This is an optimization exercise on Yosys and OpenROAD, whose aim is small area, not a production implementation.
The RTL was checked by simulation tests, not by an equivalence proof against the original design.

==> flow/design.v <==
`default_nettype none
package hsv2rgb_pkg;
  localparam int CHAN_BITS = 8;
  localparam int HUE_BITS  = 9;
endpackage
`default_nettype wire
`default_nettype none
module hsv_to_rgb_converter_unit (
  input  wire logic                                 clk,
  input  wire logic                                 rst,
  input  wire logic                                 in_valid,
  output logic                                      in_stall,
  input  wire logic [hsv2rgb_pkg::HUE_BITS-1:0]     hue,
  input  wire logic [hsv2rgb_pkg::CHAN_BITS-1:0]    saturation,
  input  wire logic [hsv2rgb_pkg::CHAN_BITS-1:0]    value,
  output logic                                      out_valid,
  input  wire logic                                 out_stall,
  output logic [hsv2rgb_pkg::CHAN_BITS-1:0]         red,
  output logic [hsv2rgb_pkg::CHAN_BITS-1:0]         green,
  output logic [hsv2rgb_pkg::CHAN_BITS-1:0]         blue,
  output logic [3*hsv2rgb_pkg::CHAN_BITS-1:0]       packed_color
);
  logic adv;
  assign adv      = !out_valid || !out_stall;
  assign in_stall = !adv;
  logic [8:0] base;
  logic [1:0] k2;
  logic [6:0] h1;
  logic       up;
  logic [2:0] sect;
  logic [5:0] r;
  always_comb begin
    if      (hue >= 9'd480) begin k2 = 2'd1; base = 9'd480; end
    else if (hue >= 9'd360) begin k2 = 2'd0; base = 9'd360; end
    else if (hue >= 9'd240) begin k2 = 2'd2; base = 9'd240; end
    else if (hue >= 9'd120) begin k2 = 2'd1; base = 9'd120; end
    else                    begin k2 = 2'd0; base = 9'd0;   end
    h1   = 7'(hue - base);
    up   = (h1 >= 7'd60);
    r    = up ? 6'(h1 - 7'd60) : 6'(7'd60 - h1);
    sect = {k2, up};
  end
  wire nz0 = (|value) & (|saturation);
  wire a0 = value[0] & saturation[0];
  wire a1 = value[0] & saturation[1];
  wire a2 = value[0] & saturation[2];
  wire a3 = value[0] & saturation[3];
  wire a4 = value[0] & saturation[4];
  wire a5 = value[0] & saturation[5];
  wire a6 = value[0] & saturation[6];
  wire a7 = value[0] & saturation[7];
  wire a8 = value[1] & saturation[0];
  wire a9 = value[1] & saturation[1];
  wire a10 = value[1] & saturation[2];
  wire a11 = value[1] & saturation[3];
  wire a12 = value[1] & saturation[4];
  wire a13 = value[1] & saturation[5];
  wire a14 = value[1] & saturation[6];
  wire a15 = value[1] & saturation[7];
  wire a16 = value[2] & saturation[0];
  wire a17 = value[2] & saturation[1];
  wire a18 = value[2] & saturation[2];
  wire a19 = value[2] & saturation[3];
  wire a20 = value[2] & saturation[4];
  wire a21 = value[2] & saturation[5];
  wire a22 = value[2] & saturation[6];
  wire a23 = value[2] & saturation[7];
  wire a24 = value[3] & saturation[0];
  wire a25 = value[3] & saturation[1];
  wire a26 = value[3] & saturation[2];
  wire a27 = value[3] & saturation[3];
  wire a28 = value[3] & saturation[4];
  wire a29 = value[3] & saturation[5];
  wire a30 = value[3] & saturation[6];
  wire a31 = value[3] & saturation[7];
  wire a32 = value[4] & saturation[0];
  wire a33 = value[4] & saturation[1];
  wire a34 = value[4] & saturation[2];
  wire a35 = value[4] & saturation[3];
  wire a36 = value[4] & saturation[4];
  wire a37 = value[4] & saturation[5];
  wire a38 = value[4] & saturation[6];
  wire a39 = value[4] & saturation[7];
  wire a40 = value[5] & saturation[0];
  wire a41 = value[5] & saturation[1];
  wire a42 = value[5] & saturation[2];
  wire a43 = value[5] & saturation[3];
  wire a44 = value[5] & saturation[4];
  wire a45 = value[5] & saturation[5];
  wire a46 = value[5] & saturation[6];
  wire a47 = value[5] & saturation[7];
  wire a48 = value[6] & saturation[0];
  wire a49 = value[6] & saturation[1];
  wire a50 = value[6] & saturation[2];
  wire a51 = value[6] & saturation[3];
  wire a52 = value[6] & saturation[4];
  wire a53 = value[6] & saturation[5];
  wire a54 = value[6] & saturation[6];
  wire a55 = value[6] & saturation[7];
  wire a56 = value[7] & saturation[0];
  wire a57 = value[7] & saturation[1];
  wire a58 = value[7] & saturation[2];
  wire a59 = value[7] & saturation[3];
  wire a60 = value[7] & saturation[4];
  wire a61 = value[7] & saturation[5];
  wire a62 = value[7] & saturation[6];
  wire a63 = value[7] & saturation[7];
  wire a64 = a6 ^ a13;
  wire a65 = a6 & a13;
  wire a66 = a7 ^ a14 ^ a21;
  wire a67 = (a7 & a14) | (a7 & a21) | (a14 & a21);
  wire a68 = a28 ^ a35;
  wire a69 = a28 & a35;
  wire a70 = a15 ^ a22 ^ a29;
  wire a71 = (a15 & a22) | (a15 & a29) | (a22 & a29);
  wire a72 = a36 ^ a43;
  wire a73 = a36 & a43;
  wire a74 = a23 ^ a30 ^ a37;
  wire a75 = (a23 & a30) | (a23 & a37) | (a30 & a37);
  wire a76 = a4 ^ a11;
  wire a77 = a4 & a11;
  wire a78 = a5 ^ a12 ^ a19;
  wire a79 = (a5 & a12) | (a5 & a19) | (a12 & a19);
  wire a80 = a26 ^ a33;
  wire a81 = a26 & a33;
  wire a82 = a20 ^ a27 ^ a34;
  wire a83 = (a20 & a27) | (a20 & a34) | (a27 & a34);
  wire a84 = a41 ^ a48 ^ a64;
  wire a85 = (a41 & a48) | (a41 & a64) | (a48 & a64);
  wire a86 = a42 ^ a49 ^ a56;
  wire a87 = (a42 & a49) | (a42 & a56) | (a49 & a56);
  wire a88 = a65 ^ a66 ^ a68;
  wire a89 = (a65 & a66) | (a65 & a68) | (a66 & a68);
  wire a90 = a50 ^ a57 ^ a67;
  wire a91 = (a50 & a57) | (a50 & a67) | (a57 & a67);
  wire a92 = a69 ^ a70 ^ a72;
  wire a93 = (a69 & a70) | (a69 & a72) | (a70 & a72);
  wire a94 = a44 ^ a51 ^ a58;
  wire a95 = (a44 & a51) | (a44 & a58) | (a51 & a58);
  wire a96 = a71 ^ a73 ^ a74;
  wire a97 = (a71 & a73) | (a71 & a74) | (a73 & a74);
  wire a98 = a31 ^ a38 ^ a45;
  wire a99 = (a31 & a38) | (a31 & a45) | (a38 & a45);
  wire a100 = a52 ^ a59 ^ a75;
  wire a101 = (a52 & a59) | (a52 & a75) | (a59 & a75);
  wire a102 = a39 ^ a46 ^ a53;
  wire a103 = (a39 & a46) | (a39 & a53) | (a46 & a53);
  wire a104 = a3 ^ a10;
  wire a105 = a3 & a10;
  wire a106 = a18 ^ a25 ^ a32;
  wire a107 = (a18 & a25) | (a18 & a32) | (a25 & a32);
  wire a108 = a40 ^ a77 ^ a78;
  wire a109 = (a40 & a77) | (a40 & a78) | (a77 & a78);
  wire a110 = a79 ^ a81 ^ a82;
  wire a111 = (a79 & a81) | (a79 & a82) | (a81 & a82);
  wire a112 = a83 ^ a85 ^ a86;
  wire a113 = (a83 & a85) | (a83 & a86) | (a85 & a86);
  wire a114 = a87 ^ a89 ^ a90;
  wire a115 = (a87 & a89) | (a87 & a90) | (a89 & a90);
  wire a116 = a91 ^ a93 ^ a94;
  wire a117 = (a91 & a93) | (a91 & a94) | (a93 & a94);
  wire a118 = a95 ^ a97 ^ a98;
  wire a119 = (a95 & a97) | (a95 & a98) | (a97 & a98);
  wire a120 = a60 ^ a99 ^ a101;
  wire a121 = (a60 & a99) | (a60 & a101) | (a99 & a101);
  wire a122 = a47 ^ a54 ^ a61;
  wire a123 = (a47 & a54) | (a47 & a61) | (a54 & a61);
  wire a124 = a2 ^ a9;
  wire a125 = a2 & a9;
  wire a126 = a17 ^ a24 ^ a104;
  wire a127 = (a17 & a24) | (a17 & a104) | (a24 & a104);
  wire a128 = a76 ^ a105 ^ a106;
  wire a129 = (a76 & a105) | (a76 & a106) | (a105 & a106);
  wire a130 = a80 ^ a107 ^ a108;
  wire a131 = (a80 & a107) | (a80 & a108) | (a107 & a108);
  wire a132 = a84 ^ a109 ^ a110;
  wire a133 = (a84 & a109) | (a84 & a110) | (a109 & a110);
  wire a134 = a88 ^ a111 ^ a112;
  wire a135 = (a88 & a111) | (a88 & a112) | (a111 & a112);
  wire a136 = a92 ^ a113 ^ a114;
  wire a137 = (a92 & a113) | (a92 & a114) | (a113 & a114);
  wire a138 = a96 ^ a115 ^ a116;
  wire a139 = (a96 & a115) | (a96 & a116) | (a115 & a116);
  wire a140 = a100 ^ a117 ^ a118;
  wire a141 = (a100 & a117) | (a100 & a118) | (a117 & a118);
  wire a142 = a102 ^ a119 ^ a120;
  wire a143 = (a102 & a119) | (a102 & a120) | (a119 & a120);
  wire a144 = a103 ^ a121 ^ a122;
  wire a145 = (a103 & a121) | (a103 & a122) | (a121 & a122);
  wire a146 = a55 ^ a62 ^ a123;
  wire a147 = (a55 & a62) | (a55 & a123) | (a62 & a123);
  wire a148 = a1 & a8;
  wire a149 = a16 & a124;
  wire a150 = a125 & a126;
  wire a151 = a127 & a128;
  wire a152 = a129 & a130;
  wire a153 = a131 & a132;
  wire a154 = a133 & a134;
  wire a155 = a135 & a136;
  wire a156 = a137 & a138;
  wire a157 = a139 & a140;
  wire a158 = a141 & a142;
  wire a159 = a143 & a144;
  wire a160 = a145 & a146;
  wire a161 = a63 & a147;
  wire a162 = a1 ^ a8;
  wire a163 = a16 ^ a124;
  wire a164 = a125 ^ a126;
  wire a165 = a127 ^ a128;
  wire a166 = a129 ^ a130;
  wire a167 = a131 ^ a132;
  wire a168 = a133 ^ a134;
  wire a169 = a135 ^ a136;
  wire a170 = a137 ^ a138;
  wire a171 = a139 ^ a140;
  wire a172 = a141 ^ a142;
  wire a173 = a143 ^ a144;
  wire a174 = a145 ^ a146;
  wire a175 = a63 ^ a147;
  wire a176 = a162 & a0;
  wire a177 = a164 & a149;
  wire a178 = a150 | a177;
  wire a179 = a164 & a163;
  wire a180 = a166 & a151;
  wire a181 = a152 | a180;
  wire a182 = a166 & a165;
  wire a183 = a168 & a153;
  wire a184 = a154 | a183;
  wire a185 = a168 & a167;
  wire a186 = a170 & a155;
  wire a187 = a156 | a186;
  wire a188 = a170 & a169;
  wire a189 = a172 & a157;
  wire a190 = a158 | a189;
  wire a191 = a172 & a171;
  wire a192 = a174 & a159;
  wire a193 = a160 | a192;
  wire a194 = a174 & a173;
  wire a195 = a163 & a148;
  wire a196 = a149 | a195;
  wire a197 = a163 & a176;
  wire a198 = a179 & a148;
  wire a199 = a178 | a198;
  wire a200 = a179 & a176;
  wire a201 = a167 & a181;
  wire a202 = a153 | a201;
  wire a203 = a167 & a182;
  wire a204 = a185 & a181;
  wire a205 = a184 | a204;
  wire a206 = a185 & a182;
  wire a207 = a171 & a187;
  wire a208 = a157 | a207;
  wire a209 = a171 & a188;
  wire a210 = a191 & a187;
  wire a211 = a190 | a210;
  wire a212 = a191 & a188;
  wire a213 = a175 & a193;
  wire a214 = a161 | a213;
  wire a215 = a175 & a194;
  wire a216 = a165 & a199;
  wire a217 = a151 | a216;
  wire a218 = a165 & a200;
  wire a219 = a182 & a199;
  wire a220 = a181 | a219;
  wire a221 = a182 & a200;
  wire a222 = a203 & a199;
  wire a223 = a202 | a222;
  wire a224 = a203 & a200;
  wire a225 = a206 & a199;
  wire a226 = a205 | a225;
  wire a227 = a206 & a200;
  wire a228 = a173 & a211;
  wire a229 = a159 | a228;
  wire a230 = a173 & a212;
  wire a231 = a194 & a211;
  wire a232 = a193 | a231;
  wire a233 = a194 & a212;
  wire a234 = a215 & a211;
  wire a235 = a214 | a234;
  wire a236 = a215 & a212;
  wire a237 = a169 & a226;
  wire a238 = a155 | a237;
  wire a239 = a169 & a227;
  wire a240 = a188 & a226;
  wire a241 = a187 | a240;
  wire a242 = a188 & a227;
  wire a243 = a209 & a226;
  wire a244 = a208 | a243;
  wire a245 = a209 & a227;
  wire a246 = a212 & a226;
  wire a247 = a211 | a246;
  wire a248 = a212 & a227;
  wire a249 = a230 & a226;
  wire a250 = a229 | a249;
  wire a251 = a230 & a227;
  wire a252 = a233 & a226;
  wire a253 = a232 | a252;
  wire a254 = a233 & a227;
  wire a255 = a236 & a226;
  wire a256 = a235 | a255;
  wire a257 = a236 & a227;
  wire a258 = a163 ^ a148;
  wire a259 = a164 ^ a196;
  wire a260 = a165 ^ a199;
  wire a261 = a166 ^ a217;
  wire a262 = a167 ^ a220;
  wire a263 = a168 ^ a223;
  wire a264 = a169 ^ a226;
  wire a265 = a170 ^ a238;
  wire a266 = a171 ^ a241;
  wire a267 = a172 ^ a244;
  wire a268 = a173 ^ a247;
  wire a269 = a174 ^ a250;
  wire a270 = a175 ^ a253;
  wire a271 = a264 & a0;
  wire a272 = a265 & a162;
  wire a273 = a266 & a258;
  wire a274 = a267 & a259;
  wire a275 = a268 & a260;
  wire a276 = a269 & a261;
  wire a277 = a270 & a262;
  wire a278 = a256 & a263;
  wire a279 = a264 ^ a0;
  wire a280 = a265 ^ a162;
  wire a281 = a266 ^ a258;
  wire a282 = a267 ^ a259;
  wire a283 = a268 ^ a260;
  wire a284 = a269 ^ a261;
  wire a285 = a270 ^ a262;
  wire a286 = a256 ^ a263;
  wire a287 = a280 & a271;
  wire a288 = a272 | a287;
  wire a289 = a280 & a279;
  wire a290 = a282 & a273;
  wire a291 = a274 | a290;
  wire a292 = a282 & a281;
  wire a293 = a284 & a275;
  wire a294 = a276 | a293;
  wire a295 = a284 & a283;
  wire a296 = a286 & a277;
  wire a297 = a278 | a296;
  wire a298 = a286 & a285;
  wire a299 = a281 & a288;
  wire a300 = a273 | a299;
  wire a301 = a281 & a289;
  wire a302 = a292 & a288;
  wire a303 = a291 | a302;
  wire a304 = a292 & a289;
  wire a305 = a285 & a294;
  wire a306 = a277 | a305;
  wire a307 = a285 & a295;
  wire a308 = a298 & a294;
  wire a309 = a297 | a308;
  wire a310 = a298 & a295;
  wire a311 = a283 & a303;
  wire a312 = a275 | a311;
  wire a313 = a283 & a304;
  wire a314 = a295 & a303;
  wire a315 = a294 | a314;
  wire a316 = a295 & a304;
  wire a317 = a307 & a303;
  wire a318 = a306 | a317;
  wire a319 = a307 & a304;
  wire a320 = a310 & a303;
  wire a321 = a309 | a320;
  wire a322 = a310 & a304;
  wire a323 = a279 ^ a321;
  wire a324 = ~a323;
  wire a325 = a321 & a279;
  wire a326 = a271 | a325;
  wire a327 = a280 ^ a326;
  wire a328 = ~a327;
  wire a329 = a321 & a289;
  wire a330 = a288 | a329;
  wire a331 = a281 ^ a330;
  wire a332 = ~a331;
  wire a333 = a321 & a301;
  wire a334 = a300 | a333;
  wire a335 = a282 ^ a334;
  wire a336 = ~a335;
  wire a337 = a321 & a304;
  wire a338 = a303 | a337;
  wire a339 = a283 ^ a338;
  wire a340 = ~a339;
  wire a341 = a321 & a313;
  wire a342 = a312 | a341;
  wire a343 = a284 ^ a342;
  wire a344 = ~a343;
  wire a345 = a321 & a316;
  wire a346 = a315 | a345;
  wire a347 = a285 ^ a346;
  wire a348 = ~a347;
  wire a349 = a321 & a319;
  wire a350 = a318 | a349;
  wire a351 = a286 ^ a350;
  wire a352 = ~a351;
  wire a353 = ~a264;
  wire a354 = a265 & a264;
  wire a355 = a265 & a353;
  wire a356 = a267 & a266;
  wire a357 = a269 & a268;
  wire a358 = a256 & a270;
  wire a359 = a266 & a354;
  wire a360 = a266 & a355;
  wire a361 = a356 & a354;
  wire a362 = a356 & a355;
  wire a363 = a270 & a357;
  wire a364 = a358 & a357;
  wire a365 = a268 & a361;
  wire a366 = a268 & a362;
  wire a367 = a357 & a361;
  wire a368 = a357 & a362;
  wire a369 = a363 & a361;
  wire a370 = a363 & a362;
  wire a371 = a364 & a361;
  wire a372 = a364 & a362;
  wire a373 = a265 ^ a264;
  wire a374 = a266 ^ a354;
  wire a375 = a267 ^ a359;
  wire a376 = a268 ^ a361;
  wire a377 = a269 ^ a365;
  wire a378 = a270 ^ a367;
  wire a379 = a256 ^ a369;
  wire a380 = ~a265;
  wire a381 = a380 & a264;
  wire a382 = a267 & a266;
  wire a383 = a269 & a268;
  wire a384 = a256 & a270;
  wire a385 = a266 & a265;
  wire a386 = a266 & a381;
  wire a387 = a382 & a265;
  wire a388 = a382 & a381;
  wire a389 = a270 & a383;
  wire a390 = a384 & a383;
  wire a391 = a268 & a387;
  wire a392 = a268 & a388;
  wire a393 = a383 & a387;
  wire a394 = a383 & a388;
  wire a395 = a389 & a387;
  wire a396 = a389 & a388;
  wire a397 = a390 & a387;
  wire a398 = a390 & a388;
  wire a399 = a266 ^ a265;
  wire a400 = a267 ^ a385;
  wire a401 = a268 ^ a387;
  wire a402 = a269 ^ a391;
  wire a403 = a270 ^ a393;
  wire a404 = a256 ^ a395;
  wire a405 = ~a321;
  wire a406 = nz0 & a405;
  wire a407 = a406 & a353;
  wire a408 = ~nz0;
  wire a409 = a408 & a264;
  wire a410 = a407 | a409;
  wire a411 = a321 & a264;
  wire a412 = ~a321;
  wire a413 = a412 & a410;
  wire a414 = a411 | a413;
  wire a415 = a406 & a373;
  wire a416 = ~nz0;
  wire a417 = a416 & a265;
  wire a418 = a415 | a417;
  wire a419 = a321 & a380;
  wire a420 = ~a321;
  wire a421 = a420 & a418;
  wire a422 = a419 | a421;
  wire a423 = a406 & a374;
  wire a424 = ~nz0;
  wire a425 = a424 & a266;
  wire a426 = a423 | a425;
  wire a427 = a321 & a399;
  wire a428 = ~a321;
  wire a429 = a428 & a426;
  wire a430 = a427 | a429;
  wire a431 = a406 & a375;
  wire a432 = ~nz0;
  wire a433 = a432 & a267;
  wire a434 = a431 | a433;
  wire a435 = a321 & a400;
  wire a436 = ~a321;
  wire a437 = a436 & a434;
  wire a438 = a435 | a437;
  wire a439 = a406 & a376;
  wire a440 = ~nz0;
  wire a441 = a440 & a268;
  wire a442 = a439 | a441;
  wire a443 = a321 & a401;
  wire a444 = ~a321;
  wire a445 = a444 & a442;
  wire a446 = a443 | a445;
  wire a447 = a406 & a377;
  wire a448 = ~nz0;
  wire a449 = a448 & a269;
  wire a450 = a447 | a449;
  wire a451 = a321 & a402;
  wire a452 = ~a321;
  wire a453 = a452 & a450;
  wire a454 = a451 | a453;
  wire a455 = a406 & a378;
  wire a456 = ~nz0;
  wire a457 = a456 & a270;
  wire a458 = a455 | a457;
  wire a459 = a321 & a403;
  wire a460 = ~a321;
  wire a461 = a460 & a458;
  wire a462 = a459 | a461;
  wire a463 = a406 & a379;
  wire a464 = ~nz0;
  wire a465 = a464 & a256;
  wire a466 = a463 | a465;
  wire a467 = a321 & a404;
  wire a468 = ~a321;
  wire a469 = a468 & a466;
  wire a470 = a467 | a469;
  logic        valid_q1;
  logic [2:0]  sect_q1;
  logic [5:0]  r_q1;
  logic [7:0]  v_q1;
  logic [7:0]  c_q1;
  logic [7:0]  d_q1;
  always_ff @(posedge clk) begin
    if (rst) begin
      valid_q1 <= 1'b0;
    end else if (adv) begin
      valid_q1 <= in_valid;
    end
  end
  always_ff @(posedge clk) begin
    if (adv) begin
      sect_q1 <= sect;
      r_q1    <= r;
      v_q1    <= value;
      c_q1    <= {a470, a462, a454, a446, a438, a430, a422, a414};
      d_q1    <= {a352, a348, a344, a340, a336, a332, a328, a324};
    end
  end
  logic [3:0] w52;
  logic [4:0] hsum;
  wire b0 = ~c_q1[0];
  wire b1 = ~c_q1[1];
  wire b2 = ~c_q1[2];
  wire b3 = ~c_q1[3];
  wire b4 = ~c_q1[4];
  wire b5 = ~c_q1[5];
  wire b6 = ~c_q1[6];
  wire b7 = ~c_q1[7];
  wire b8 = ~(v_q1[0] ^ b0);
  wire b9 = v_q1[0] | b0;
  wire b10 = v_q1[1] ^ b1 ^ b9;
  wire b11 = (v_q1[1] & b1) | (v_q1[1] & b9) | (b1 & b9);
  wire b12 = v_q1[2] ^ b2 ^ b11;
  wire b13 = (v_q1[2] & b2) | (v_q1[2] & b11) | (b2 & b11);
  wire b14 = v_q1[3] ^ b3 ^ b13;
  wire b15 = (v_q1[3] & b3) | (v_q1[3] & b13) | (b3 & b13);
  wire b16 = v_q1[4] ^ b4 ^ b15;
  wire b17 = (v_q1[4] & b4) | (v_q1[4] & b15) | (b4 & b15);
  wire b18 = v_q1[5] ^ b5 ^ b17;
  wire b19 = (v_q1[5] & b5) | (v_q1[5] & b17) | (b5 & b17);
  wire b20 = v_q1[6] ^ b6 ^ b19;
  wire b21 = (v_q1[6] & b6) | (v_q1[6] & b19) | (b6 & b19);
  wire b22 = v_q1[7] ^ b7 ^ b21;
  wire b23 = (v_q1[7] & b7) | (v_q1[7] & b21) | (b7 & b21);
  wire b24 = c_q1[0] & r_q1[0];
  wire b25 = c_q1[0] & r_q1[1];
  wire b26 = c_q1[0] & r_q1[2];
  wire b27 = c_q1[0] & r_q1[3];
  wire b28 = c_q1[0] & r_q1[4];
  wire b29 = c_q1[0] & r_q1[5];
  wire b30 = c_q1[1] & r_q1[0];
  wire b31 = c_q1[1] & r_q1[1];
  wire b32 = c_q1[1] & r_q1[2];
  wire b33 = c_q1[1] & r_q1[3];
  wire b34 = c_q1[1] & r_q1[4];
  wire b35 = c_q1[1] & r_q1[5];
  wire b36 = c_q1[2] & r_q1[0];
  wire b37 = c_q1[2] & r_q1[1];
  wire b38 = c_q1[2] & r_q1[2];
  wire b39 = c_q1[2] & r_q1[3];
  wire b40 = c_q1[2] & r_q1[4];
  wire b41 = c_q1[2] & r_q1[5];
  wire b42 = c_q1[3] & r_q1[0];
  wire b43 = c_q1[3] & r_q1[1];
  wire b44 = c_q1[3] & r_q1[2];
  wire b45 = c_q1[3] & r_q1[3];
  wire b46 = c_q1[3] & r_q1[4];
  wire b47 = c_q1[3] & r_q1[5];
  wire b48 = c_q1[4] & r_q1[0];
  wire b49 = c_q1[4] & r_q1[1];
  wire b50 = c_q1[4] & r_q1[2];
  wire b51 = c_q1[4] & r_q1[3];
  wire b52 = c_q1[4] & r_q1[4];
  wire b53 = c_q1[4] & r_q1[5];
  wire b54 = c_q1[5] & r_q1[0];
  wire b55 = c_q1[5] & r_q1[1];
  wire b56 = c_q1[5] & r_q1[2];
  wire b57 = c_q1[5] & r_q1[3];
  wire b58 = c_q1[5] & r_q1[4];
  wire b59 = c_q1[5] & r_q1[5];
  wire b60 = c_q1[6] & r_q1[0];
  wire b61 = c_q1[6] & r_q1[1];
  wire b62 = c_q1[6] & r_q1[2];
  wire b63 = c_q1[6] & r_q1[3];
  wire b64 = c_q1[6] & r_q1[4];
  wire b65 = c_q1[6] & r_q1[5];
  wire b66 = c_q1[7] & r_q1[0];
  wire b67 = c_q1[7] & r_q1[1];
  wire b68 = c_q1[7] & r_q1[2];
  wire b69 = c_q1[7] & r_q1[3];
  wire b70 = c_q1[7] & r_q1[4];
  wire b71 = c_q1[7] & r_q1[5];
  wire b72 = b28 ^ b33;
  wire b73 = b28 & b33;
  wire b74 = b29 ^ b34 ^ b39;
  wire b75 = (b29 & b34) | (b29 & b39) | (b34 & b39);
  wire b76 = b44 ^ b49;
  wire b77 = b44 & b49;
  wire b78 = b35 ^ b40 ^ b45;
  wire b79 = (b35 & b40) | (b35 & b45) | (b40 & b45);
  wire b80 = b50 ^ b55 ^ b60;
  wire b81 = (b50 & b55) | (b50 & b60) | (b55 & b60);
  wire b82 = b41 ^ b46 ^ b51;
  wire b83 = (b41 & b46) | (b41 & b51) | (b46 & b51);
  wire b84 = b56 ^ b61 ^ b66;
  wire b85 = (b56 & b61) | (b56 & b66) | (b61 & b66);
  wire b86 = b47 ^ b52 ^ b57;
  wire b87 = (b47 & b52) | (b47 & b57) | (b52 & b57);
  wire b88 = b62 ^ b67;
  wire b89 = b62 & b67;
  wire b90 = b53 ^ b58 ^ b63;
  wire b91 = (b53 & b58) | (b53 & b63) | (b58 & b63);
  wire b92 = b27 ^ b32;
  wire b93 = b27 & b32;
  wire b94 = b38 ^ b43 ^ b48;
  wire b95 = (b38 & b43) | (b38 & b48) | (b43 & b48);
  wire b96 = b54 ^ b73 ^ b74;
  wire b97 = (b54 & b73) | (b54 & b74) | (b73 & b74);
  wire b98 = b75 ^ b77 ^ b78;
  wire b99 = (b75 & b77) | (b75 & b78) | (b77 & b78);
  wire b100 = b79 ^ b81 ^ b82;
  wire b101 = (b79 & b81) | (b79 & b82) | (b81 & b82);
  wire b102 = b83 ^ b85 ^ b86;
  wire b103 = (b83 & b85) | (b83 & b86) | (b85 & b86);
  wire b104 = b68 ^ b87 ^ b89;
  wire b105 = (b68 & b87) | (b68 & b89) | (b87 & b89);
  wire b106 = b59 ^ b64 ^ b69;
  wire b107 = (b59 & b64) | (b59 & b69) | (b64 & b69);
  wire b108 = b26 ^ b31;
  wire b109 = b26 & b31;
  wire b110 = b37 ^ b42 ^ b92;
  wire b111 = (b37 & b42) | (b37 & b92) | (b42 & b92);
  wire b112 = b72 ^ b93 ^ b94;
  wire b113 = (b72 & b93) | (b72 & b94) | (b93 & b94);
  wire b114 = b76 ^ b95 ^ b96;
  wire b115 = (b76 & b95) | (b76 & b96) | (b95 & b96);
  wire b116 = b80 ^ b97 ^ b98;
  wire b117 = (b80 & b97) | (b80 & b98) | (b97 & b98);
  wire b118 = b84 ^ b99 ^ b100;
  wire b119 = (b84 & b99) | (b84 & b100) | (b99 & b100);
  wire b120 = b88 ^ b101 ^ b102;
  wire b121 = (b88 & b101) | (b88 & b102) | (b101 & b102);
  wire b122 = b90 ^ b103 ^ b104;
  wire b123 = (b90 & b103) | (b90 & b104) | (b103 & b104);
  wire b124 = b91 ^ b105 ^ b106;
  wire b125 = (b91 & b105) | (b91 & b106) | (b105 & b106);
  wire b126 = b65 ^ b70 ^ b107;
  wire b127 = (b65 & b70) | (b65 & b107) | (b70 & b107);
  wire b128 = b25 & b30;
  wire b129 = b36 & b108;
  wire b130 = b109 & b110;
  wire b131 = b111 & b112;
  wire b132 = b113 & b114;
  wire b133 = b115 & b116;
  wire b134 = b117 & b118;
  wire b135 = b119 & b120;
  wire b136 = b121 & b122;
  wire b137 = b123 & b124;
  wire b138 = b125 & b126;
  wire b139 = b71 & b127;
  wire b140 = b25 ^ b30;
  wire b141 = b36 ^ b108;
  wire b142 = b109 ^ b110;
  wire b143 = b111 ^ b112;
  wire b144 = b113 ^ b114;
  wire b145 = b115 ^ b116;
  wire b146 = b117 ^ b118;
  wire b147 = b119 ^ b120;
  wire b148 = b121 ^ b122;
  wire b149 = b123 ^ b124;
  wire b150 = b125 ^ b126;
  wire b151 = b71 ^ b127;
  wire b152 = b140 & b24;
  wire b153 = b142 & b129;
  wire b154 = b130 | b153;
  wire b155 = b142 & b141;
  wire b156 = b144 & b131;
  wire b157 = b132 | b156;
  wire b158 = b144 & b143;
  wire b159 = b146 & b133;
  wire b160 = b134 | b159;
  wire b161 = b146 & b145;
  wire b162 = b148 & b135;
  wire b163 = b136 | b162;
  wire b164 = b148 & b147;
  wire b165 = b150 & b137;
  wire b166 = b138 | b165;
  wire b167 = b150 & b149;
  wire b168 = b155 & b128;
  wire b169 = b154 | b168;
  wire b170 = b155 & b152;
  wire b171 = b161 & b157;
  wire b172 = b160 | b171;
  wire b173 = b161 & b158;
  wire b174 = b167 & b163;
  wire b175 = b166 | b174;
  wire b176 = b167 & b164;
  wire b177 = b173 & b169;
  wire b178 = b172 | b177;
  wire b179 = b173 & b170;
  wire b180 = b176 & b178;
  wire b181 = b175 | b180;
  wire b182 = b176 & b179;
  wire b183 = b158 & b169;
  wire b184 = b157 | b183;
  wire b185 = b158 & b170;
  wire b186 = b164 & b178;
  wire b187 = b163 | b186;
  wire b188 = b164 & b179;
  wire b189 = b141 & b128;
  wire b190 = b129 | b189;
  wire b191 = b141 & b152;
  wire b192 = b143 & b169;
  wire b193 = b131 | b192;
  wire b194 = b143 & b170;
  wire b195 = b145 & b184;
  wire b196 = b133 | b195;
  wire b197 = b145 & b185;
  wire b198 = b147 & b178;
  wire b199 = b135 | b198;
  wire b200 = b147 & b179;
  wire b201 = b149 & b187;
  wire b202 = b137 | b201;
  wire b203 = b149 & b188;
  wire b204 = b151 & b181;
  wire b205 = b139 | b204;
  wire b206 = b151 & b182;
  wire b207 = b141 ^ b128;
  wire b208 = b142 ^ b190;
  wire b209 = b143 ^ b169;
  wire b210 = b144 ^ b193;
  wire b211 = b145 ^ b184;
  wire b212 = b146 ^ b196;
  wire b213 = b147 ^ b178;
  wire b214 = b148 ^ b199;
  wire b215 = b149 ^ b187;
  wire b216 = b150 ^ b202;
  wire b217 = b151 ^ b181;
  wire b218 = b211 & b207;
  wire b219 = b212 & b208;
  wire b220 = b213 & b209;
  wire b221 = b214 & b210;
  wire b222 = b211 ^ b207;
  wire b223 = b212 ^ b208;
  wire b224 = b213 ^ b209;
  wire b225 = b214 ^ b210;
  wire b226 = b223 & b218;
  wire b227 = b219 | b226;
  wire b228 = b223 & b222;
  wire b229 = b225 & b220;
  wire b230 = b221 | b229;
  wire b231 = b225 & b224;
  wire b232 = b216 & b215;
  wire b233 = b205 & b217;
  wire b234 = b231 & b227;
  wire b235 = b230 | b234;
  wire b236 = b231 & b228;
  wire b237 = b233 & b232;
  wire b238 = b237 & b235;
  wire b239 = b237 & b236;
  wire b240 = b232 & b235;
  wire b241 = b232 & b236;
  wire b242 = b224 & b227;
  wire b243 = b220 | b242;
  wire b244 = b224 & b228;
  wire b245 = b215 & b235;
  wire b246 = b215 & b236;
  wire b247 = b217 & b240;
  wire b248 = b217 & b241;
  wire b249 = b223 ^ b218;
  wire b250 = b224 ^ b227;
  wire b251 = b225 ^ b243;
  wire b252 = b215 ^ b235;
  wire b253 = b216 ^ b245;
  wire b254 = b217 ^ b240;
  wire b255 = b205 ^ b247;
  wire b256 = b252 & b222;
  wire b257 = b253 & b249;
  wire b258 = b254 & b250;
  wire b259 = b255 & b251;
  wire b260 = b252 ^ b222;
  wire b261 = b253 ^ b249;
  wire b262 = b254 ^ b250;
  wire b263 = b255 ^ b251;
  wire b264 = b261 & b256;
  wire b265 = b257 | b264;
  wire b266 = b261 & b260;
  wire b267 = b263 & b258;
  wire b268 = b259 | b267;
  wire b269 = b263 & b262;
  wire b270 = b269 & b265;
  wire b271 = b268 | b270;
  wire b272 = b269 & b266;
  wire b273 = b262 & b265;
  wire b274 = b258 | b273;
  wire b275 = b262 & b266;
  wire b276 = b261 ^ b256;
  wire b277 = b262 ^ b265;
  wire b278 = b263 ^ b274;
  wire b279 = v_q1[4] ^ b211;
  wire b280 = v_q1[4] & b211;
  wire b281 = v_q1[5] ^ b212 ^ b208;
  wire b282 = (v_q1[5] & b212) | (v_q1[5] & b208) | (b212 & b208);
  wire b283 = v_q1[6] ^ b213 ^ b209;
  wire b284 = (v_q1[6] & b213) | (v_q1[6] & b209) | (b213 & b209);
  wire b285 = v_q1[7] ^ b214 ^ b210;
  wire b286 = (v_q1[7] & b214) | (v_q1[7] & b210) | (b214 & b210);
  wire b287 = v_q1[0] ^ b207;
  wire b288 = v_q1[0] & b207;
  wire b289 = v_q1[1] ^ b208 ^ b288;
  wire b290 = (v_q1[1] & b208) | (v_q1[1] & b288) | (b208 & b288);
  wire b291 = v_q1[2] ^ b209 ^ b290;
  wire b292 = (v_q1[2] & b209) | (v_q1[2] & b290) | (b209 & b290);
  wire b293 = v_q1[3] ^ b210 ^ b292;
  wire b294 = (v_q1[3] & b210) | (v_q1[3] & b292) | (b210 & b292);
  wire b295 = b207 ^ b279 ^ b294;
  wire b296 = (b207 & b279) | (b207 & b294) | (b279 & b294);
  wire b297 = b280 ^ b281 ^ b296;
  wire b298 = (b280 & b281) | (b280 & b296) | (b281 & b296);
  wire b299 = b282 ^ b283 ^ b298;
  wire b300 = (b282 & b283) | (b282 & b298) | (b283 & b298);
  wire b301 = b284 ^ b285 ^ b300;
  wire b302 = (b284 & b285) | (b284 & b300) | (b285 & b300);
  wire b303 = d_q1[0] & r_q1[0];
  wire b304 = d_q1[0] & r_q1[1];
  wire b305 = d_q1[0] & r_q1[2];
  wire b306 = d_q1[0] & r_q1[3];
  wire b307 = d_q1[0] & r_q1[4];
  wire b308 = d_q1[0] & r_q1[5];
  wire b309 = d_q1[1] & r_q1[0];
  wire b310 = d_q1[1] & r_q1[1];
  wire b311 = d_q1[1] & r_q1[2];
  wire b312 = d_q1[1] & r_q1[3];
  wire b313 = d_q1[1] & r_q1[4];
  wire b314 = d_q1[1] & r_q1[5];
  wire b315 = d_q1[2] & r_q1[0];
  wire b316 = d_q1[2] & r_q1[1];
  wire b317 = d_q1[2] & r_q1[2];
  wire b318 = d_q1[2] & r_q1[3];
  wire b319 = d_q1[2] & r_q1[4];
  wire b320 = d_q1[2] & r_q1[5];
  wire b321 = d_q1[3] & r_q1[0];
  wire b322 = d_q1[3] & r_q1[1];
  wire b323 = d_q1[3] & r_q1[2];
  wire b324 = d_q1[3] & r_q1[3];
  wire b325 = d_q1[3] & r_q1[4];
  wire b326 = d_q1[3] & r_q1[5];
  wire b327 = d_q1[4] & r_q1[0];
  wire b328 = d_q1[4] & r_q1[1];
  wire b329 = d_q1[4] & r_q1[2];
  wire b330 = d_q1[4] & r_q1[3];
  wire b331 = d_q1[4] & r_q1[4];
  wire b332 = d_q1[4] & r_q1[5];
  wire b333 = d_q1[5] & r_q1[0];
  wire b334 = d_q1[5] & r_q1[1];
  wire b335 = d_q1[5] & r_q1[2];
  wire b336 = d_q1[5] & r_q1[3];
  wire b337 = d_q1[5] & r_q1[4];
  wire b338 = d_q1[5] & r_q1[5];
  wire b339 = d_q1[6] & r_q1[0];
  wire b340 = d_q1[6] & r_q1[1];
  wire b341 = d_q1[6] & r_q1[2];
  wire b342 = d_q1[6] & r_q1[3];
  wire b343 = d_q1[6] & r_q1[4];
  wire b344 = d_q1[6] & r_q1[5];
  wire b345 = d_q1[7] & r_q1[0];
  wire b346 = d_q1[7] & r_q1[1];
  wire b347 = d_q1[7] & r_q1[2];
  wire b348 = d_q1[7] & r_q1[3];
  wire b349 = d_q1[7] & r_q1[4];
  wire b350 = d_q1[7] & r_q1[5];
  wire b351 = b307 ^ b312;
  wire b352 = b307 & b312;
  wire b353 = b308 ^ b313 ^ b318;
  wire b354 = (b308 & b313) | (b308 & b318) | (b313 & b318);
  wire b355 = b323 ^ b328;
  wire b356 = b323 & b328;
  wire b357 = b314 ^ b319 ^ b324;
  wire b358 = (b314 & b319) | (b314 & b324) | (b319 & b324);
  wire b359 = b329 ^ b334 ^ b339;
  wire b360 = (b329 & b334) | (b329 & b339) | (b334 & b339);
  wire b361 = b320 ^ b325 ^ b330;
  wire b362 = (b320 & b325) | (b320 & b330) | (b325 & b330);
  wire b363 = b335 ^ b340 ^ b345;
  wire b364 = (b335 & b340) | (b335 & b345) | (b340 & b345);
  wire b365 = b326 ^ b331 ^ b336;
  wire b366 = (b326 & b331) | (b326 & b336) | (b331 & b336);
  wire b367 = b341 ^ b346;
  wire b368 = b341 & b346;
  wire b369 = b332 ^ b337 ^ b342;
  wire b370 = (b332 & b337) | (b332 & b342) | (b337 & b342);
  wire b371 = b306 ^ b311;
  wire b372 = b306 & b311;
  wire b373 = b317 ^ b322 ^ b327;
  wire b374 = (b317 & b322) | (b317 & b327) | (b322 & b327);
  wire b375 = b333 ^ b352 ^ b353;
  wire b376 = (b333 & b352) | (b333 & b353) | (b352 & b353);
  wire b377 = b354 ^ b356 ^ b357;
  wire b378 = (b354 & b356) | (b354 & b357) | (b356 & b357);
  wire b379 = b358 ^ b360 ^ b361;
  wire b380 = (b358 & b360) | (b358 & b361) | (b360 & b361);
  wire b381 = b362 ^ b364 ^ b365;
  wire b382 = (b362 & b364) | (b362 & b365) | (b364 & b365);
  wire b383 = b347 ^ b366 ^ b368;
  wire b384 = (b347 & b366) | (b347 & b368) | (b366 & b368);
  wire b385 = b338 ^ b343 ^ b348;
  wire b386 = (b338 & b343) | (b338 & b348) | (b343 & b348);
  wire b387 = b305 ^ b310;
  wire b388 = b305 & b310;
  wire b389 = b316 ^ b321 ^ b371;
  wire b390 = (b316 & b321) | (b316 & b371) | (b321 & b371);
  wire b391 = b351 ^ b372 ^ b373;
  wire b392 = (b351 & b372) | (b351 & b373) | (b372 & b373);
  wire b393 = b355 ^ b374 ^ b375;
  wire b394 = (b355 & b374) | (b355 & b375) | (b374 & b375);
  wire b395 = b359 ^ b376 ^ b377;
  wire b396 = (b359 & b376) | (b359 & b377) | (b376 & b377);
  wire b397 = b363 ^ b378 ^ b379;
  wire b398 = (b363 & b378) | (b363 & b379) | (b378 & b379);
  wire b399 = b367 ^ b380 ^ b381;
  wire b400 = (b367 & b380) | (b367 & b381) | (b380 & b381);
  wire b401 = b369 ^ b382 ^ b383;
  wire b402 = (b369 & b382) | (b369 & b383) | (b382 & b383);
  wire b403 = b370 ^ b384 ^ b385;
  wire b404 = (b370 & b384) | (b370 & b385) | (b384 & b385);
  wire b405 = b344 ^ b349 ^ b386;
  wire b406 = (b344 & b349) | (b344 & b386) | (b349 & b386);
  wire b407 = b304 & b309;
  wire b408 = b315 & b387;
  wire b409 = b388 & b389;
  wire b410 = b390 & b391;
  wire b411 = b392 & b393;
  wire b412 = b394 & b395;
  wire b413 = b396 & b397;
  wire b414 = b398 & b399;
  wire b415 = b400 & b401;
  wire b416 = b402 & b403;
  wire b417 = b404 & b405;
  wire b418 = b350 & b406;
  wire b419 = b304 ^ b309;
  wire b420 = b315 ^ b387;
  wire b421 = b388 ^ b389;
  wire b422 = b390 ^ b391;
  wire b423 = b392 ^ b393;
  wire b424 = b394 ^ b395;
  wire b425 = b396 ^ b397;
  wire b426 = b398 ^ b399;
  wire b427 = b400 ^ b401;
  wire b428 = b402 ^ b403;
  wire b429 = b404 ^ b405;
  wire b430 = b350 ^ b406;
  wire b431 = b419 & b303;
  wire b432 = b421 & b408;
  wire b433 = b409 | b432;
  wire b434 = b421 & b420;
  wire b435 = b423 & b410;
  wire b436 = b411 | b435;
  wire b437 = b423 & b422;
  wire b438 = b425 & b412;
  wire b439 = b413 | b438;
  wire b440 = b425 & b424;
  wire b441 = b427 & b414;
  wire b442 = b415 | b441;
  wire b443 = b427 & b426;
  wire b444 = b429 & b416;
  wire b445 = b417 | b444;
  wire b446 = b429 & b428;
  wire b447 = b420 & b407;
  wire b448 = b408 | b447;
  wire b449 = b420 & b431;
  wire b450 = b434 & b407;
  wire b451 = b433 | b450;
  wire b452 = b434 & b431;
  wire b453 = b424 & b436;
  wire b454 = b412 | b453;
  wire b455 = b424 & b437;
  wire b456 = b440 & b436;
  wire b457 = b439 | b456;
  wire b458 = b440 & b437;
  wire b459 = b428 & b442;
  wire b460 = b416 | b459;
  wire b461 = b428 & b443;
  wire b462 = b446 & b442;
  wire b463 = b445 | b462;
  wire b464 = b446 & b443;
  wire b465 = b422 & b451;
  wire b466 = b410 | b465;
  wire b467 = b422 & b452;
  wire b468 = b437 & b451;
  wire b469 = b436 | b468;
  wire b470 = b437 & b452;
  wire b471 = b455 & b451;
  wire b472 = b454 | b471;
  wire b473 = b455 & b452;
  wire b474 = b458 & b451;
  wire b475 = b457 | b474;
  wire b476 = b458 & b452;
  wire b477 = b430 & b463;
  wire b478 = b418 | b477;
  wire b479 = b430 & b464;
  wire b480 = b426 & b475;
  wire b481 = b414 | b480;
  wire b482 = b426 & b476;
  wire b483 = b443 & b475;
  wire b484 = b442 | b483;
  wire b485 = b443 & b476;
  wire b486 = b461 & b475;
  wire b487 = b460 | b486;
  wire b488 = b461 & b476;
  wire b489 = b464 & b475;
  wire b490 = b463 | b489;
  wire b491 = b464 & b476;
  wire b492 = b479 & b475;
  wire b493 = b478 | b492;
  wire b494 = b479 & b476;
  wire b495 = b420 ^ b407;
  wire b496 = b421 ^ b448;
  wire b497 = b422 ^ b451;
  wire b498 = b423 ^ b466;
  wire b499 = b424 ^ b469;
  wire b500 = b425 ^ b472;
  wire b501 = b426 ^ b475;
  wire b502 = b427 ^ b481;
  wire b503 = b428 ^ b484;
  wire b504 = b429 ^ b487;
  wire b505 = b430 ^ b490;
  wire b506 = b303 & b501;
  wire b507 = b419 & b502;
  wire b508 = b495 & b503;
  wire b509 = b496 & b504;
  wire b510 = b497 & b505;
  wire b511 = b498 & b493;
  wire b512 = b303 ^ b501;
  wire b513 = b419 ^ b502;
  wire b514 = b495 ^ b503;
  wire b515 = b496 ^ b504;
  wire b516 = b497 ^ b505;
  wire b517 = b498 ^ b493;
  wire b518 = b506 | b512;
  wire b519 = b513 & b518;
  wire b520 = b507 | b519;
  wire b521 = b513 & b512;
  wire b522 = b515 & b508;
  wire b523 = b509 | b522;
  wire b524 = b515 & b514;
  wire b525 = b517 & b510;
  wire b526 = b511 | b525;
  wire b527 = b517 & b516;
  wire b528 = b500 & b499;
  wire b529 = b514 & b520;
  wire b530 = b508 | b529;
  wire b531 = b514 & b521;
  wire b532 = b524 & b520;
  wire b533 = b523 | b532;
  wire b534 = b524 & b521;
  wire b535 = b499 & b526;
  wire b536 = b499 & b527;
  wire b537 = b528 & b526;
  wire b538 = b528 & b527;
  wire b539 = b516 & b533;
  wire b540 = b510 | b539;
  wire b541 = b516 & b534;
  wire b542 = b527 & b533;
  wire b543 = b526 | b542;
  wire b544 = b527 & b534;
  wire b545 = b536 & b533;
  wire b546 = b535 | b545;
  wire b547 = b536 & b534;
  wire b548 = b538 & b533;
  wire b549 = b537 | b548;
  wire b550 = b538 & b534;
  wire b551 = ~b512;
  wire b552 = b513 ^ b518;
  wire b553 = b514 ^ b520;
  wire b554 = b515 ^ b530;
  wire b555 = b516 ^ b533;
  wire b556 = b517 ^ b540;
  wire b557 = b499 ^ b543;
  wire b558 = b500 ^ b546;
  wire b559 = b501 & b549;
  wire b560 = b501 ^ b549;
  wire b561 = b502 & b559;
  wire b562 = b502 & b560;
  wire b563 = b504 & b503;
  wire b564 = b493 & b505;
  wire b565 = b503 & b561;
  wire b566 = b503 & b562;
  wire b567 = b563 & b561;
  wire b568 = b563 & b562;
  wire b569 = b505 & b567;
  wire b570 = b505 & b568;
  wire b571 = b564 & b567;
  wire b572 = b564 & b568;
  wire b573 = b502 ^ b559;
  wire b574 = b503 ^ b561;
  wire b575 = b504 ^ b565;
  wire b576 = b505 ^ b567;
  wire b577 = b493 ^ b569;
  wire b578 = ~b560;
  wire b579 = ~b573;
  wire b580 = ~b574;
  wire b581 = ~b575;
  wire b582 = ~b576;
  wire b583 = ~b577;
  wire b584 = b24 & b578;
  wire b585 = b140 & b579;
  wire b586 = w52[0] & b580;
  wire b587 = w52[1] & b581;
  wire b588 = w52[2] & b582;
  wire b589 = w52[3] & b583;
  wire b590 = b24 ^ b578;
  wire b591 = b140 ^ b579;
  wire b592 = w52[0] ^ b580;
  wire b593 = w52[1] ^ b581;
  wire b594 = w52[2] ^ b582;
  wire b595 = w52[3] ^ b583;
  wire b596 = b591 & b584;
  wire b597 = b585 | b596;
  wire b598 = b591 & b590;
  wire b599 = b593 & b586;
  wire b600 = b587 | b599;
  wire b601 = b593 & b592;
  wire b602 = b595 & b588;
  wire b603 = b589 | b602;
  wire b604 = b595 & b594;
  wire b605 = b592 & b597;
  wire b606 = b586 | b605;
  wire b607 = b592 & b598;
  wire b608 = b601 & b597;
  wire b609 = b600 | b608;
  wire b610 = b601 & b598;
  wire b611 = b594 & b609;
  wire b612 = b588 | b611;
  wire b613 = b594 & b610;
  wire b614 = b604 & b609;
  wire b615 = b603 | b614;
  wire b616 = b604 & b610;
  wire b617 = b591 ^ b584;
  wire b618 = b592 ^ b597;
  wire b619 = b593 ^ b606;
  wire b620 = b594 ^ b609;
  wire b621 = b595 ^ b612;
  assign hsum   = {b271, b278, b277, b276, b260};
  assign w52    = (hsum >= 5'd15) ? 4'(hsum - 5'd15) : hsum[3:0];
  logic [2:0] sect_q2;
  logic [7:0] v_q2;
  logic [7:0] p_q2;
  logic [7:0] a_q2;
  logic [3:0] w52_q2;
  logic       bit_q2;
  always_ff @(posedge clk) begin
    if (rst) begin
      out_valid <= 1'b0;
    end else if (adv) begin
      out_valid <= valid_q1;
    end
  end
  always_ff @(posedge clk) begin
    if (adv) begin
      sect_q2 <= sect_q1;
      v_q2    <= v_q1;
      p_q2    <= {b22, b20, b18, b16, b14, b12, b10, b8};
      a_q2    <= {b301, b299, b297, b295, b293, b291, b289, b287};
      w52_q2  <= w52;
      bit_q2  <= b615;
    end
  end
  logic [7:0] x;
  wire o0 = ~w52_q2[0];
  wire o1 = ~w52_q2[1];
  wire o2 = ~w52_q2[2];
  wire o3 = ~w52_q2[3];
  wire o4 = ~w52_q2[0];
  wire o5 = ~w52_q2[1];
  wire o6 = ~w52_q2[2];
  wire o7 = ~w52_q2[3];
  wire o8 = ~bit_q2;
  wire o9 = a_q2[0] ^ o0 ^ o8;
  wire o10 = (a_q2[0] & o0) | (a_q2[0] & o8) | (o0 & o8);
  wire o11 = a_q2[1] ^ o1 ^ o10;
  wire o12 = (a_q2[1] & o1) | (a_q2[1] & o10) | (o1 & o10);
  wire o13 = a_q2[2] ^ o2 ^ o12;
  wire o14 = (a_q2[2] & o2) | (a_q2[2] & o12) | (o2 & o12);
  wire o15 = a_q2[3] ^ o3 ^ o14;
  wire o16 = (a_q2[3] & o3) | (a_q2[3] & o14) | (o3 & o14);
  wire o17 = a_q2[4] ^ o4 ^ o16;
  wire o18 = (a_q2[4] & o4) | (a_q2[4] & o16) | (o4 & o16);
  wire o19 = a_q2[5] ^ o5 ^ o18;
  wire o20 = (a_q2[5] & o5) | (a_q2[5] & o18) | (o5 & o18);
  wire o21 = a_q2[6] ^ o6 ^ o20;
  wire o22 = (a_q2[6] & o6) | (a_q2[6] & o20) | (o6 & o20);
  wire o23 = a_q2[7] ^ o7 ^ o22;
  wire o24 = (a_q2[7] & o7) | (a_q2[7] & o22) | (o7 & o22);
  assign x = {o23, o21, o19, o17, o15, o13, o11, o9};
  always_comb begin
    case (sect_q2)
      3'd0:    begin red = v_q2; green = x;    blue = p_q2; end
      3'd1:    begin red = x;    green = v_q2; blue = p_q2; end
      3'd2:    begin red = p_q2; green = v_q2; blue = x;    end
      3'd3:    begin red = p_q2; green = x;    blue = v_q2; end
      3'd4:    begin red = x;    green = p_q2; blue = v_q2; end
      default: begin red = v_q2; green = p_q2; blue = x;    end
    endcase
  end
  assign packed_color = {red, green, blue};
endmodule
`default_nettype wire
==> flow/flow/run.sh <==
#!/bin/bash
# Layout flow: the standard flow with two changes to synthesis and one
# to placement.
#  - Synthesis: Yosys's synth runs without its quick ABC pass (-noabc), so
#    the full adders written in the RTL reach extract_fa without inverted
#    polarities, and the final ABC mapping uses flow/area.abc (area-oriented
#    mapping). Registers, their names and cell types are unchanged.
#  - Ports are buffered with sky130_fd_sc_hd__buf_1, and the buffers that
#    synthesis puts between outputs sharing a net are buf_1 too.
# Each tool's output goes to the ORFS logs under orfs/logs; make's output to
# standard.log.
set -euo pipefail
WORK=$PWD
FLOW=$WORK/flow
{
  echo 'proc synth {args} { yosys synth -nofsm -noshare -noabc {*}$args }'
  echo 'proc abc {args} {'
  echo '  set i [lsearch $args -script]'
  echo "  if { \$i >= 0 } { set args [lreplace \$args \$i [expr {\$i + 1}] -script $FLOW/area.abc] }"
  echo '  yosys abc {*}$args'
  echo '}'
  tail -n +2 synth_recipe.tcl
} > my_synth.tcl
bash standard.sh SYNTH_SCRIPT=$WORK/my_synth.tcl \
  "BUFFER_PORTS_ARGS=-buffer_cell sky130_fd_sc_hd__buf_1" \
  "MIN_BUF_CELL_AND_PORTS=sky130_fd_sc_hd__buf_1 A X" finish > standard.log 2>&1
==> flow/flow/area.abc <==
strash
dch -f
amap
topo
==> flow/standard.sh <==
#!/bin/bash
# synth_recipe.tcl (not shown) runs the flow's synth.tcl, then flattens the netlist and writes it again
# the make line also repeats each setting of config.mk as NAME=value (left out here)
make -C /OpenROAD-flow-scripts/flow DESIGN_CONFIG=/design/flow/config.mk WORK_HOME=/design/flow/orfs CLKGATE_MAP_FILE= SYNTH_SCRIPT=/design/flow/synth_recipe.tcl "${@:-finish}"
==> flow/config.mk <==
export PLATFORM = sky130hd
export DESIGN_NAME = hsv_to_rgb_converter_unit
export DESIGN_NICKNAME = hsv_to_rgb_converter_unit
export VERILOG_FILES = /design/flow/design.v
export SDC_FILE = /design/flow/constraint.sdc
export NUM_CORES = 4
export LEC_CHECK = 0
export ABC_AREA = 1
export CAP_MARGIN = 20
export CORE_MARGIN = 2
export CORE_UTILIZATION = 80
export CTS_BUF_LIST = sky130_fd_sc_hd__clkbuf_2 sky130_fd_sc_hd__clkbuf_4 sky130_fd_sc_hd__clkbuf_8
export SLEW_MARGIN = 20
==> flow/constraint.sdc <==
create_clock -name core_clock -period 7.5 [get_ports {clk}]
set_input_delay 1.5000 -clock core_clock [delete_from_list [all_inputs] [get_ports {clk}]]
set_output_delay 1.5000 -clock core_clock [all_outputs]
set_load 0.01 [all_outputs]
==> results of run 1 <==
routing by layer:
metal | global-route usage [%] | overflow
met1 | 75.8 | 0
met2 | 94.8 | 47
met3 | 67.5 | 0
met4 | 81.1 | 34
met5 | 30.5 | 0
cells in the mapped netlist (all sizes together), types with 7 or more instances:
cell type    n
nor2       225
o221ai      11
ha         101
fa         120
o22a        16
nand2       51
a21oi       68
nor3         7
o21ai       41
buf         24
a21o         8
edfxtp      65
clkinv     113
nand3       11
worst min-delay path by stage:
stage	startpoint	to	slack, ns	depth (start not counted)
2_1_floorplan	sect_q1[0]	sect_q2[0]	0.40	0
3_3_place_gp	sect_q1[0]	sect_q2[0]	0.41	0
3_5_place_dp	sect_q1[1]	sect_q2[1]	0.40	0
4_1_cts	sect_q1[1]	sect_q2[1]	0.42	0
metrics by stage:
stage	hold slack [ns]	cells	setup slack, ns	TNS [ns]
floorplan	0.400	907	0.115	0
global placement	0.406	1130	0.105	0
detailed placement	0.405	1130	-0.199	-1.13
CTS	0.422	1150	0.0155	0
kinds of logic after synthesis:
group | after synthesis
AO/OA/AOI/OAI | 174
AND/OR/NAND/NOR | 307
flip-flops | 67
XOR/XNOR | 1
adder cells (fa/ha/maj) | 221
buffers and inverters | 137
what timing repair did:
action                                  4_1_cts
endpoints found under the hold margin         0
pin swaps                                     4
endpoints found under the setup margin        3
resized for setup                            17
buffers inserted                              4
==> results_dict.tcl, run 1 <==
set metrics [dict create \
    run_status "stopped before the end" \
    failed_stage "5_1_grt" \
    firstError "[ERROR GRT-0232] Routing congestion too high. Check the congestion heatmap in the GUI." \
    maximum_number_of_pins_on_one_net_before_global_route_repair 68 \
    hpwlAfterDp_um 17600 \
    die_width_um 107 \
    synth.net_count 1157 \
    row_count 37 \
    tritoncts_sinks 67 \
    top_cells_by_area_in_the_synthesized_netlist "fa_1 (28%), edfxtp_1 (23%), ha_1 (15%), nor2_1 (10%), clkinv_1 (5.0%)" \
    grt.overflow.total 81 \
    netlist-cell-type-count 37 \
    fraction_of_the_yosys_area_taken_by_sequential_cells_pct 23.5 \
    synth_top_family_by_area "adder cells" \
    ys_async_sr_fraction_pct 0 \
    synth_top_cell_area_share_pct 28.4 \
    synth_compound_area_share_pct 12.7 \
    ctsLongestPathBuffers 2 \
    cts-htree-levels 3 \
    yosysTopAreaCell "fa_1" \
    worst_ep_type "sequential cell input" \
    gp_congestion 1.00 \
    place.port_buffers 78 \
    cts_made_buffers 9 \
    synthAdderAreaFrac_pct 43.3 \
    synth_simple_gate_area_share_pct 14.3 \
    critical_endpoint_after_global_route_timing_repair "bit_q2$_DFFE_PP_/D" \
    syn_area_per_cell_um2 9.33 \
    synth-warning-count 1 \
    synth-main-ff-cell "edfxtp_1" \
    placed_cell_area_um2 9080 \
    post_synth_inst_count 907 \
    die_height_um 107 \
    synth_seq_cells 67 \
    boundaryPins 79 \
    post_synth_mux_area_share_pct 0 \
    globalRouteTotalUtil_pct 79.1 \
    syn-cell-area_um2 8460 \
    synth-edff-count 65 \
    clock-root-buffer "clkbuf_8" \
    initial_utilization_pct 82.3 \
    synth_xor_area_share_pct 0.104 \
    postCtsHoldBufs 0 \
]
==> run 2, diff against run 1 <==
--- a/flow/config.mk
+++ b/flow/config.mk
@@ -9,5 +9,5 @@
 export CAP_MARGIN = 20
 export CORE_MARGIN = 2
-export CORE_UTILIZATION = 80
+export CORE_UTILIZATION = 75
 export CTS_BUF_LIST = sky130_fd_sc_hd__clkbuf_2 sky130_fd_sc_hd__clkbuf_4 sky130_fd_sc_hd__clkbuf_8
 export SLEW_MARGIN = 20
==> run 2 against run 1 <==
  * Now clean on timing, DRC and antenna
  * Synthesized cell count stayed put
  * Area after synthesis stayed put
==> results_dict.tcl, run 2 <==
set metrics [dict create \
    run_status "no timing/DRC/antenna violations" \
    layout.cells.most_common "nor2_1" \
    timing.critical_path.to_type "register" \
    coreArea_um2 10900 \
    ctsLongestPathBuffers 2 \
    grt_pass1_vias 7453 \
    timing.clock.skew_ns 0.0122 \
    cell_with_the_most_instances_after_synthesis "nor2_1" \
    cts_made_buffers 9 \
    max-cap-violations 0 \
    place.port_buffers 78 \
    maximum_number_of_pins_on_one_net_before_global_route_repair 68 \
    grt.overflow.total 0 \
    fmaxAchievable_ghz 0.139 \
    placed_cell_area_um2 9090 \
    post_synth_most_frequent_cells "nor2_1 (225), fa_1 (120), clkinv_1 (113)" \
    hold_slack_ns 0.433 \
    cp_max_fo 4 \
    syn-cell-area_um2 8460 \
    post_synth_inst_count 907 \
    synth-warning-count 1 \
    timing.max_slew.rel_slack_pct 24.3 \
    met3_wirelength_um 1620 \
    critPathMaxStageDelay_ns 0.51 \
    floorplan.die_area_um2 12100 \
    global_route_wire_length_before_repair_um 34100 \
    synth_seq_cells 67 \
    detailedRoute.firstPassIterationCount 6 \
    via_count 7229 \
    synth-main-ff-cell "edfxtp_1" \
    boundaryPins 79 \
    synth.net_count 1157 \
    path_clk_slew_ns 0.08 \
    num_antenna_cells 0 \
    setup_viol_count_final 0 \
    die_width_um 110 \
    wl_per_cell_um 18.7 \
    design_area_um2 9400 \
    synth-edff-count 65 \
    cts-htree-levels 3 \
    tritoncts_sinks 67 \
    drive_gt1_share_pct 7.40 \
    initial_utilization_pct 77.4 \
    gp_congestion 0.971 \
    worstMarginPinSlew_ns 1.12 \
    worstPathBufferInverterCount 2 \
    drt_first_iter_violations 698 \
    clock-root-buffer "clkbuf_8" \
    final_max_slew_viol_count 0 \
    crit_required_ns 7.61 \
    syn_to_final_growth_pct 11.1 \
    clk-insertion-delay-late_ns 0.36 \
    die_height_um 110 \
    cts_tree "built" \
    fraction_of_the_yosys_area_taken_by_sequential_cells_pct 23.5 \
    final_cells 1153 \
    final_cell_mix "nor2_1 (222), fa_1 (118), clkinv_1 (106)" \
    period_minus_slack_ns 7.21 \
    timing.critical_path.arrival_ns 7.32 \
    dp.cells 1134 \
    globalRouteTotalUtil_pct 37.4 \
    fin_util_pct 85.9 \
    hpwlAfterDp_um 17300 \
    antenna_found_initial 0 \
    syn_area_per_cell_um2 9.33 \
    critical-path-top-delay-family "adder cells" \
    worst-setup-path-type "reg2reg" \
    row_count 38 \
    type_of_origin_of_the_critical_path "register" \
    crit_path_top_delay_cell "fa_1" \
    hp-class "reg2reg" \
    antenna_violating_nets_post_route 0 \
    setup_repair_after_global_routing_missed_its_margin "yes" \
    period_share_pct 96.1 \
    top_layer_used "met4" \
    ys_async_sr_fraction_pct 0 \
    synth_top_cell_area_share_pct 28.4 \
    viasPerCell 6.27 \
    final_hold_viol_count 0 \
    layout.nets 1258 \
    drt_drc_violations_left 0 \
    netlist-cell-type-count 37 \
    yosysTopAreaCell "fa_1" \
    met2_wirelength_um 11100 \
    wl_um 21600 \
    routedLengthMet1_um 7770 \
    top_cells_by_area_in_the_synthesized_netlist "fa_1 (28%), edfxtp_1 (23%), ha_1 (15%), nor2_1 (10%), clkinv_1 (5.0%)" \
    postCtsHoldBufs 0 \
]
-- run 2: worst register-to-register path, delay by kind of cell (launching register included) --
family                   cells  cell delay, ns
adder cells (fa/ha/maj)     11            4.08
AO/OA/AOI/OAI                9            1.54
AND/OR/NAND/NOR              7            0.70
flip-flops                   1            0.40
buffers and inverters        2            0.22
-- run 2: timing repair --
item | CTS | global route
setup endpoints to repair | 1 | 17
buffers inserted | 2 | 1
pin swaps | 0 | 2
gates resized for setup | 3 | 22
endpoints found under the hold margin | 0 | 0
-- run 2: routing by layer --
| metal | vias up | track usage (%) |
|---|---|---|
| met4 | 0 | 18.2 |
| li1 | 3255 | - |
| met2 | 447 | 68.4 |
| met5 | - | 0 |
| met1 | 3415 | 40.6 |
| met3 | 112 | 8.52 |
-- run 2: per-stage QoR --
| stage | worst slack (ns) | setup TNS (ns) |
|---|---|---|
| 4_1_cts | 0.0503 | 0 |
| 5_1_grt | 0.00769 | 0 |
| 6_report | 0.293 | 0 |
| 3_5_place_dp | -0.191 | -1.10 |
| 2_1_floorplan | 0.115 | 0 |
| 3_3_place_gp | 0.0951 | 0 |
-- run 2: area by class of cell --
| type | instances | area [um^2] |
|---|---|---|
| Inverter | 113 | 432 |
| Clock inverter | 7 | 76.3 |
| Tap cell | 140 | 175 |
| Multi-Input combinational cell | 703 | 6040 |
| Clock buffer | 9 | 124 |
| Fill cell | 598 | 1540 |
| Sequential cell | 67 | 1990 |
| Timing Repair Buffer | 114 | 563 |
-- run 2: final timing paths --
path         slack (ns)    endpoint  depth (start not counted)       start
max reg2reg        0.29      bit_q2                         29     c_q1[1]
max                0.29      bit_q2                         29     c_q1[1]
min reg2reg        0.43  sect_q2[1]                          0  sect_q1[1]
min                0.43  sect_q2[1]                          0  sect_q1[1]
-- run 2: cell families (layout without fill, tap and decap cells) --
family	after synthesis	count (layout)	share of synthesized area, %
AND/OR/NAND/NOR	307	307	14.3
XOR/XNOR	1	1	0.104
AO/OA/AOI/OAI	174	174	12.7
flip-flops	67	67	23.5
adder cells (fa/ha/maj)	221	221	43.3
buffers and inverters	137	243	6.08

## re-timing with driven ports
Ports are ideal in the flow. The routed layout listed here was re-timed in OpenROAD. Step 1 (the two cells are an assumption about what drives the block):
set clk [get_ports {clk}]
set_driving_cell -lib_cell sky130_fd_sc_hd__clkbuf_16 $clk
set_driving_cell -lib_cell sky130_fd_sc_hd__buf_2 [delete_from_list [all_inputs] $clk]
Step 2 moves the port delays by t, midway between the first and last clock arrival at a register: inputs arrive t later, outputs are due t later. That takes back most of the time a late clock gives input paths. a / b / c = ideal ports / drivers / drivers and shift; a / b = the first two.
run: run 2
t (ns): 0.393
setup WS [ns]: 0.293 / 0.293 / 0.065
latest minus earliest clock arrival (ns): 0.014 / 0.014
After both steps setup and hold are still met in run 2. For run 2, drivers alone change the setup slack by 0.000 ns; drivers and shift together by -0.228 ns.
